Background: an optimization exercise with open tools, aiming at small area. Do not read the settings as production practice. At most, simulation tests tie the RTL to the original design; equivalence was not proved. Power is estimated from default activity; no workload was simulated.

==> flow/design.v <==
module io_top (
  input  logic              clk,
  input  logic              rstn,
  input  logic              rxd,
  output logic              txd,
  output logic [31:0]       instr_wr_addr,
  output logic [31:0]       instr_wr_data,
  output logic              instr_wr_en,
  output logic              core_start,
  input  logic              core_end,
  output logic [31:0]       mem_rd_addr,
  output logic              mem_rd_rd,
  input  logic [31:0]       mem_data,
  input  logic              mem_data_ready
);
  localparam logic [2:0] W_WEND = 3'd0, W_HEADER = 3'd1, W_PIXEL = 3'd2, W_IDLE = 3'd3,
                         W_GAP1 = 3'd4, W_WDATA = 3'd5, W_GAP2 = 3'd6;
  localparam logic [1:0] LD_LEN = 2'd0, LD_WORD = 2'd1, LD_START = 2'd2, LD_DONE = 2'd3;
  logic [1:0]  ld_st;
  logic        done;        
  logic [1:0]  byte_cnt;
  logic [23:0] wdata;       
  logic [29:0] num_words;   
  logic [29:0] word_idx;    
  logic [2:0]  wst;         
  logic [3:0]  byte_idx;    
  logic [2:0]  pix_idx;
  logic [3:0]  fcount;      
  logic [3:0]  rbyte;       
  logic        rpix;
  logic [3:0]  rbyte_x;     
  logic [18:0] pstate, pstate_next;
  localparam logic [18:0] PSTATE_INIT = {W_WEND, 4'd13, 3'd0, 4'd0, 4'd0, 1'b0};
  assign done   = (ld_st == LD_DONE);
  assign pstate = word_idx[18:0];
  assign {wst, byte_idx, pix_idx, fcount, rbyte_x, rpix} = pstate;
  assign rbyte  = rbyte_x ^ 4'd12;
  logic        push, pop;
  logic        line_end;    
  logic        capture;
  logic        rline;       
  logic       rxd_meta, rxd_s;
  logic [6:0] rc;
  logic       rx_valid;
  logic [7:0] rx_byte;
  logic       rx_idle, rx_data;
  assign rx_idle  = rc[6] & rc[3] & ~rc[4];
  assign rx_data  = ~rc[6];
  assign rx_valid = rx_idle & rc[0];
  always_ff @(posedge clk) begin
    if (!rstn) begin
      rxd_meta <= 1'b1;
      rxd_s    <= 1'b1;
      rc       <= 7'd72;
    end else begin
      rxd_meta <= rxd;
      rxd_s    <= rxd_meta;
      if (rx_idle)
        rc <= rxd_s ? 7'd72 : 7'd124;
      else if (rc == 7'd127 && rxd_s)
        rc <= 7'd72;
      else if (rc == 7'd71)
        rc <= {6'b100100, rxd_s};
      else
        rc <= rc + 7'd1;
    end
  end
  always_ff @(posedge clk) begin
    if (rx_data && rc[2:0] == 3'd7)
      rx_byte <= {rxd_s, rx_byte[7:1]};
  end
  logic       len_borrow;
  logic [7:0] len_sub;
  logic [8:0] len_diff;
  assign len_sub  = (ld_st != LD_LEN) ? 8'd0 : (byte_cnt == 2'd0) ? 8'd4 : {7'd0, len_borrow};
  assign len_diff = {1'b0, rx_byte} - {1'b0, len_sub};
  always_ff @(posedge clk) begin
    if (!rstn) begin
      ld_st       <= LD_LEN;
      byte_cnt    <= 2'd0;
      word_idx    <= 30'd0;
      instr_wr_en <= 1'b0;
    end else begin
      instr_wr_en <= 1'b0;
      if (ld_st == LD_START)
        word_idx[18:0] <= PSTATE_INIT;
      else if (done)
        word_idx[18:0] <= pstate_next;
      else if (instr_wr_en)
        word_idx <= word_idx + 30'd1;
      if (ld_st == LD_START) ld_st <= LD_DONE;
      if (rx_valid && !ld_st[1]) begin
        byte_cnt <= byte_cnt + 2'd1;
        if (byte_cnt == 2'd3) begin
          if (ld_st == LD_LEN) begin
            ld_st <= len_diff[8] ? LD_START : LD_WORD;
          end else begin
            instr_wr_en <= 1'b1;
            if (word_idx == num_words) ld_st <= LD_START;
          end
        end
      end
    end
  end
  always_ff @(posedge clk) begin
    if (ld_st[1]) begin
      if (capture) wdata <= mem_data[23:0];
    end else if (rx_valid && byte_cnt != 2'd3) begin
      wdata <= {len_diff[7:0], wdata[23:8]};
    end
    if ((rx_valid && byte_cnt == 2'd3 && ld_st == LD_LEN) || rline)
      num_words <= {len_diff[7:0], wdata[23:2]};
    if (rx_valid) len_borrow <= len_diff[8];
  end
  assign core_start    = (ld_st == LD_START);
  assign instr_wr_addr = {word_idx, 2'b00};
  assign instr_wr_data = {rx_byte, wdata};
  assign push        = done && (fcount != 4'd8) && (wst == W_HEADER || wst == W_PIXEL);
  assign line_end    = push && byte_idx == 4'd11;
  assign capture     = done && ((wst == W_GAP1 && byte_idx[0]) || wst == W_WDATA) && mem_data_ready;
  assign mem_rd_rd   = done && (wst == W_GAP1) && byte_idx[0];
  assign mem_rd_addr = {27'd0, pix_idx, 2'b00};
  logic [6:0] tc;
  logic       tx_idle;
  logic [3:0] tbyte_idx;
  logic       tpix;
  assign tx_idle   = tc[6] & tc[3] & ~tc[4];
  assign pop       = done && tx_idle && (fcount != 4'd0);
  assign rline     = pop && rbyte == 4'd11;
  assign tbyte_idx = rbyte;
  assign tpix      = rpix;
  always_ff @(posedge clk) begin
    if (!rstn)
      tc <= 7'd117;
    else if (tx_idle)
      tc <= pop ? 7'd120 : core_start ? 7'd118 : 7'd72;
    else
      tc <= tc + 7'd1;
  end
  always_comb begin
    logic [2:0] wst_n;
    logic [3:0] byte_idx_n;
    logic [2:0] pix_idx_n;
    logic [3:0] fcount_n;
    logic [3:0] rbyte_n;
    logic       rpix_n;
    wst_n     = wst;
    pix_idx_n = pix_idx;
    case (wst)
      W_WEND:   if (core_end) wst_n = W_HEADER;
      W_HEADER: if (line_end) wst_n = W_GAP1;
      W_GAP1:   if (capture) wst_n = W_GAP2;
                else if (byte_idx[0]) wst_n = W_WDATA;
      W_WDATA:  if (capture) wst_n = W_GAP2;
      W_GAP2:   if (byte_idx == 4'd15) wst_n = W_PIXEL;
      W_PIXEL: begin
        if (line_end) begin
          pix_idx_n = pix_idx + 3'd1;
          wst_n     = (pix_idx == 3'd7) ? W_IDLE : W_GAP1;
        end
      end
      default: ;
    endcase
    if (wst == W_WEND || capture)
      byte_idx_n = 4'd13;
    else if (push || wst == W_GAP1 || wst == W_GAP2)
      byte_idx_n = byte_idx + 4'd1;
    else
      byte_idx_n = byte_idx;
    if (push && !pop)
      fcount_n = fcount + 4'd1;
    else if (pop && !push)
      fcount_n = fcount - 4'd1;
    else
      fcount_n = fcount;
    rbyte_n = rbyte;
    rpix_n  = rpix;
    if (pop) begin
      if (rbyte == 4'd11) begin
        rbyte_n = 4'd0;
        rpix_n  = 1'b1;
      end else begin
        rbyte_n = rbyte + 4'd1;
      end
    end
    pstate_next = {wst_n, byte_idx_n, pix_idx_n, fcount_n, rbyte_n ^ 4'd12, rpix_n};
  end
  logic [7:0] chan;
  logic [1:0] hund;
  logic [6:0] rem1;
  logic [3:0] tens, ones, digit;
  logic [7:0] tbyte;
  logic [7:0] const_byte;
  always_comb begin
    if (!tpix)
      chan = tbyte_idx[3] ? 8'd255 : tbyte_idx[2] ? 8'd2 : 8'd4;
    else
      chan = tbyte_idx[3] ? num_words[21:14] : tbyte_idx[2] ? num_words[13:6] : wdata[7:0];
    hund = (chan >= 8'd200) ? 2'd2 : (chan >= 8'd100) ? 2'd1 : 2'd0;
    rem1 = 7'(chan - 8'd100 * hund);
    tens = 4'(rem1 / 7'd10);
    ones = 4'(rem1 % 7'd10);
    case (tbyte_idx[1:0])
      2'd0:    digit = {2'b00, hund};
      2'd1:    digit = tens;
      default: digit = ones;
    endcase
  end
  always_comb begin
    case (tbyte_idx[1:0])
      2'd0:    const_byte = ld_st[1] ? 8'haa : 8'h99;
      2'd1:    const_byte = 8'h50;
      2'd2:    const_byte = 8'h33;
      default: const_byte = 8'h0a;
    endcase
  end
  always_comb begin
    if (tbyte_idx[3:2] == 2'd3)
      tbyte = const_byte;
    else if (tbyte_idx[1:0] != 2'd3)
      tbyte = {4'h3, digit};
    else
      tbyte = tbyte_idx[3] ? 8'h0a : 8'h20;
  end
  assign txd = (tc[6] & tc[5] & tc[4] & tc[3]) ? 1'b0 :
               tc[6] ? 1'b1 : tbyte[tc[5:3]];
endmodule
==> flow/config.mk <==
export PLATFORM = sky130hd
export DESIGN_NAME = io_top
export DESIGN_NICKNAME = io_top
export VERILOG_FILES = /design/flow/design.v
export SDC_FILE = /design/flow/constraint.sdc
export NUM_CORES = 4
export LEC_CHECK = 0
export ABC_AREA = 1
export CAP_MARGIN = 20
export CORE_MARGIN = 2
export CORE_UTILIZATION = 40
export SLEW_MARGIN = 20
==> flow/constraint.sdc <==
create_clock -name core_clock -period 12.0 [get_ports {clk}]
set_input_delay 2.4000 -clock core_clock [delete_from_list [all_inputs] [get_ports {clk}]]
set_output_delay 2.4000 -clock core_clock [all_outputs]
set_load 0.01 [all_outputs]
standard.sh (not shown) runs the stock make flow with config.mk's settings and CLKGATE_MAP_FILE= SYNTH_SCRIPT=/design/flow/synth_recipe.tcl, a recipe that flattens the netlist after the stock synthesis.
==> flow/flow/run.sh <==
#!/bin/bash
# Layout flow: the standard flow with
#  - synthesis that leaves all arithmetic to ABC (no adder cell mapping) and
#    maps it with a deeper area-oriented ABC script; the registers come out
#    exactly as in the standard synthesis, which this script checks, and it
#    falls back to the standard synthesis otherwise,
#  - the smallest buffer on every port,
#  - small clock-tree leaf buffers and no dummy loads,
#  - one tie cell for the constant outputs.
set -euo pipefail
here=$(pwd)
ROOT_BUF=${ROOT_BUF:-sky130_fd_sc_hd__clkbuf_8}

mkdir -p ref
sed "s|WORK_HOME=[^ ]*|WORK_HOME=$here/ref/orfs|" standard.sh > ref/standard_ref.sh
bash ref/standard_ref.sh synth > ref_synth.log 2>&1

# Synthesis with the area-oriented ABC script and no adder cells.
cp -r "$FLOW_HOME/scripts" "$here/scripts_mod"
cp "$here/flow/abc_area.script" "$here/scripts_mod/abc_area.script"
ADDER_MAP_FILE= SCRIPTS_DIR="$here/scripts_mod" bash standard.sh synth > synth.log 2>&1

regs() { grep -oE 'sky130_fd_sc_hd__(e?df[a-z]*|sdf[a-z]*)_[0-9]+ +[^ ]+' "$1" | sed -E 's/_[0-9]+ +/ /' | sort; }
net=orfs/results/sky130hd/io_top/base/1_2_yosys.v
ref=ref/orfs/results/sky130hd/io_top/base/1_2_yosys.v
if ! diff <(regs "$ref") <(regs "$net") > regs_diff.log; then
  echo "registers differ from the standard synthesis; using it instead" | tee -a synth.log
  rm -rf orfs
  bash standard.sh synth > synth_std.log 2>&1
fi

export BUFFER_PORTS_ARGS="-buffer_cell sky130_fd_sc_hd__buf_1"
export CTS_ARGS="-sink_clustering_enable -repair_clock_nets -dont_use_dummy_load -sink_clustering_max_diameter 25 -buf_list sky130_fd_sc_hd__clkbuf_4 -root_buf $ROOT_BUF"
export SKIP_REPAIR_TIE_FANOUT=1
bash standard.sh > layout.log 2>&1
==> flow/flow/abc_area.script <==
strash
&get -n
&deepsyn -T 120 -S 7
&put
balance
rewrite
refactor
balance
rewrite
rewrite -z
balance
refactor -z
rewrite -z
balance
dch -f
amap -F 4 -A 8
topo
Change:
--- a/flow/design.v
+++ b/flow/design.v
@@ -28,13 +28,11 @@
   logic [3:0]  fcount;      
   logic [3:0]  rbyte;       
   logic        rpix;
-  logic [3:0]  rbyte_x;     
   logic [18:0] pstate, pstate_next;
   localparam logic [18:0] PSTATE_INIT = {W_WEND, 4'd13, 3'd0, 4'd0, 4'd0, 1'b0};
   assign done   = (ld_st == LD_DONE);
   assign pstate = word_idx[18:0];
-  assign {wst, byte_idx, pix_idx, fcount, rbyte_x, rpix} = pstate;
-  assign rbyte  = rbyte_x ^ 4'd12;
+  assign {wst, byte_idx, pix_idx, fcount, rbyte, rpix} = pstate;
   logic        push, pop;
   logic        line_end;    
   logic        capture;
@@ -69,7 +67,7 @@
     if (rx_data && rc[2:0] == 3'd7)
       rx_byte <= {rxd_s, rx_byte[7:1]};
   end
-  logic       len_borrow;
+  logic       len_borrow;   
   logic [7:0] len_sub;
   logic [8:0] len_diff;
   assign len_sub  = (ld_st != LD_LEN) ? 8'd0 : (byte_cnt == 2'd0) ? 8'd4 : {7'd0, len_borrow};
@@ -108,10 +106,16 @@
     end else if (rx_valid && byte_cnt != 2'd3) begin
       wdata <= {len_diff[7:0], wdata[23:8]};
     end
-    if ((rx_valid && byte_cnt == 2'd3 && ld_st == LD_LEN) || rline)
+    if (rx_valid && byte_cnt == 2'd3 && ld_st == LD_LEN) begin
       num_words <= {len_diff[7:0], wdata[23:2]};
-    if (rx_valid) len_borrow <= len_diff[8];
-  end
+    end else begin
+      if (rline) num_words[21:6] <= wdata[23:8];
+      if (tx_on || core_start) num_words[28:22] <= tc_next;
+      if (rx_valid && ld_st == LD_LEN) num_words[5] <= len_diff[8];
+    end
+    if (!rstn) num_words[28:22] <= 7'd117;
+  end
+  assign len_borrow = num_words[5];
   assign core_start    = (ld_st == LD_START);
   assign instr_wr_addr = {word_idx, 2'b00};
   assign instr_wr_data = {rx_byte, wdata};
@@ -120,23 +124,19 @@
   assign capture     = done && ((wst == W_GAP1 && byte_idx[0]) || wst == W_WDATA) && mem_data_ready;
   assign mem_rd_rd   = done && (wst == W_GAP1) && byte_idx[0];
   assign mem_rd_addr = {27'd0, pix_idx, 2'b00};
-  logic [6:0] tc;
+  logic [6:0] tc, tc_next;
+  logic       tx_on;     
   logic       tx_idle;
   logic [3:0] tbyte_idx;
   logic       tpix;
-  assign tx_idle   = tc[6] & tc[3] & ~tc[4];
+  assign tx_on     = (ld_st == LD_LEN) || done;
+  assign tc        = num_words[28:22];
+  assign tx_idle   = !tx_on || (tc[6] & tc[3] & ~tc[4]);
   assign pop       = done && tx_idle && (fcount != 4'd0);
-  assign rline     = pop && rbyte == 4'd11;
+  assign rline     = pop && rbyte == 4'd15;
   assign tbyte_idx = rbyte;
   assign tpix      = rpix;
-  always_ff @(posedge clk) begin
-    if (!rstn)
-      tc <= 7'd117;
-    else if (tx_idle)
-      tc <= pop ? 7'd120 : core_start ? 7'd118 : 7'd72;
-    else
-      tc <= tc + 7'd1;
-  end
+  assign tc_next = tx_idle ? (pop ? 7'd120 : core_start ? 7'd118 : 7'd72) : tc + 7'd1;
   always_comb begin
     logic [2:0] wst_n;
     logic [3:0] byte_idx_n;
@@ -176,14 +176,14 @@
     rbyte_n = rbyte;
     rpix_n  = rpix;
     if (pop) begin
-      if (rbyte == 4'd11) begin
-        rbyte_n = 4'd0;
+      if (rbyte == 4'd15) begin
+        rbyte_n = 4'd4;
         rpix_n  = 1'b1;
       end else begin
         rbyte_n = rbyte + 4'd1;
       end
     end
-    pstate_next = {wst_n, byte_idx_n, pix_idx_n, fcount_n, rbyte_n ^ 4'd12, rpix_n};
+    pstate_next = {wst_n, byte_idx_n, pix_idx_n, fcount_n, rbyte_n, rpix_n};
   end
   logic [7:0] chan;
   logic [1:0] hund;
@@ -193,9 +193,9 @@
   logic [7:0] const_byte;
   always_comb begin
     if (!tpix)
-      chan = tbyte_idx[3] ? 8'd255 : tbyte_idx[2] ? 8'd2 : 8'd4;
-    else
-      chan = tbyte_idx[3] ? num_words[21:14] : tbyte_idx[2] ? num_words[13:6] : wdata[7:0];
+      chan = (tbyte_idx[3:2] == 2'd3) ? 8'd255 : tbyte_idx[3] ? 8'd2 : 8'd4;
+    else
+      chan = (tbyte_idx[3:2] == 2'd3) ? num_words[21:14] : tbyte_idx[3] ? num_words[13:6] : wdata[7:0];
     hund = (chan >= 8'd200) ? 2'd2 : (chan >= 8'd100) ? 2'd1 : 2'd0;
     rem1 = 7'(chan - 8'd100 * hund);
     tens = 4'(rem1 / 7'd10);
@@ -215,13 +215,14 @@
     endcase
   end
   always_comb begin
-    if (tbyte_idx[3:2] == 2'd3)
+    if (tbyte_idx[3:2] == 2'd0)
       tbyte = const_byte;
     else if (tbyte_idx[1:0] != 2'd3)
       tbyte = {4'h3, digit};
     else
-      tbyte = tbyte_idx[3] ? 8'h0a : 8'h20;
-  end
-  assign txd = (tc[6] & tc[5] & tc[4] & tc[3]) ? 1'b0 :
+      tbyte = (tbyte_idx[3:2] == 2'd3) ? 8'h0a : 8'h20;
+  end
+  assign txd = !tx_on ? 1'b1 :
+               (tc[6] & tc[5] & tc[4] & tc[3]) ? 1'b0 :
                tc[6] ? 1'b1 : tbyte[tc[5:3]];
 endmodule
Outcome: Final area went down by 22%. Global-route usage went up by 3.3 points. Worst setup slack gets worse by 0.13 ns. Die area went down by 23%. Total power went down by 12%. Core utilization went up by 1.7 points. Routed wire length went down by 11%. Critical path depth went down by 19. Cell count went down by 28%. Count of clock-buffer cells in the layout went down by 8. Hold slack gets better by 0.013 ns. Clock skew went down by 0.0066 ns. Register-to-register slack gets worse by 1.8 ns. Synthesized cell count went down by 33%.
No functional check of the RTL was part of the first run of this note.

[re-timing with driven ports]
No port has a modelled driver above. Below, the same layouts with a new extraction and two added sets of constraints.
Step 1, drivers: a clkbuf_16 drives clk and a buf_2 each remaining input, both assumed.
Step 2, shift: input delay + t, output delay - t, t = (earliest + latest rising clock arrival at the registers) / 2. This alone moves slack from input paths to output paths.
Slacks: ideal ports / drivers / drivers and shift; pairs: ideal ports / drivers.
run	t, ns	setup slack, ns	worst setup path after step 2
the first run	0.448	3.179 / 3.140 / 3.588	register to output
the second run	0.416	3.051 / 3.014 / 3.430	register to output
After both steps every run listed still meets setup and hold.
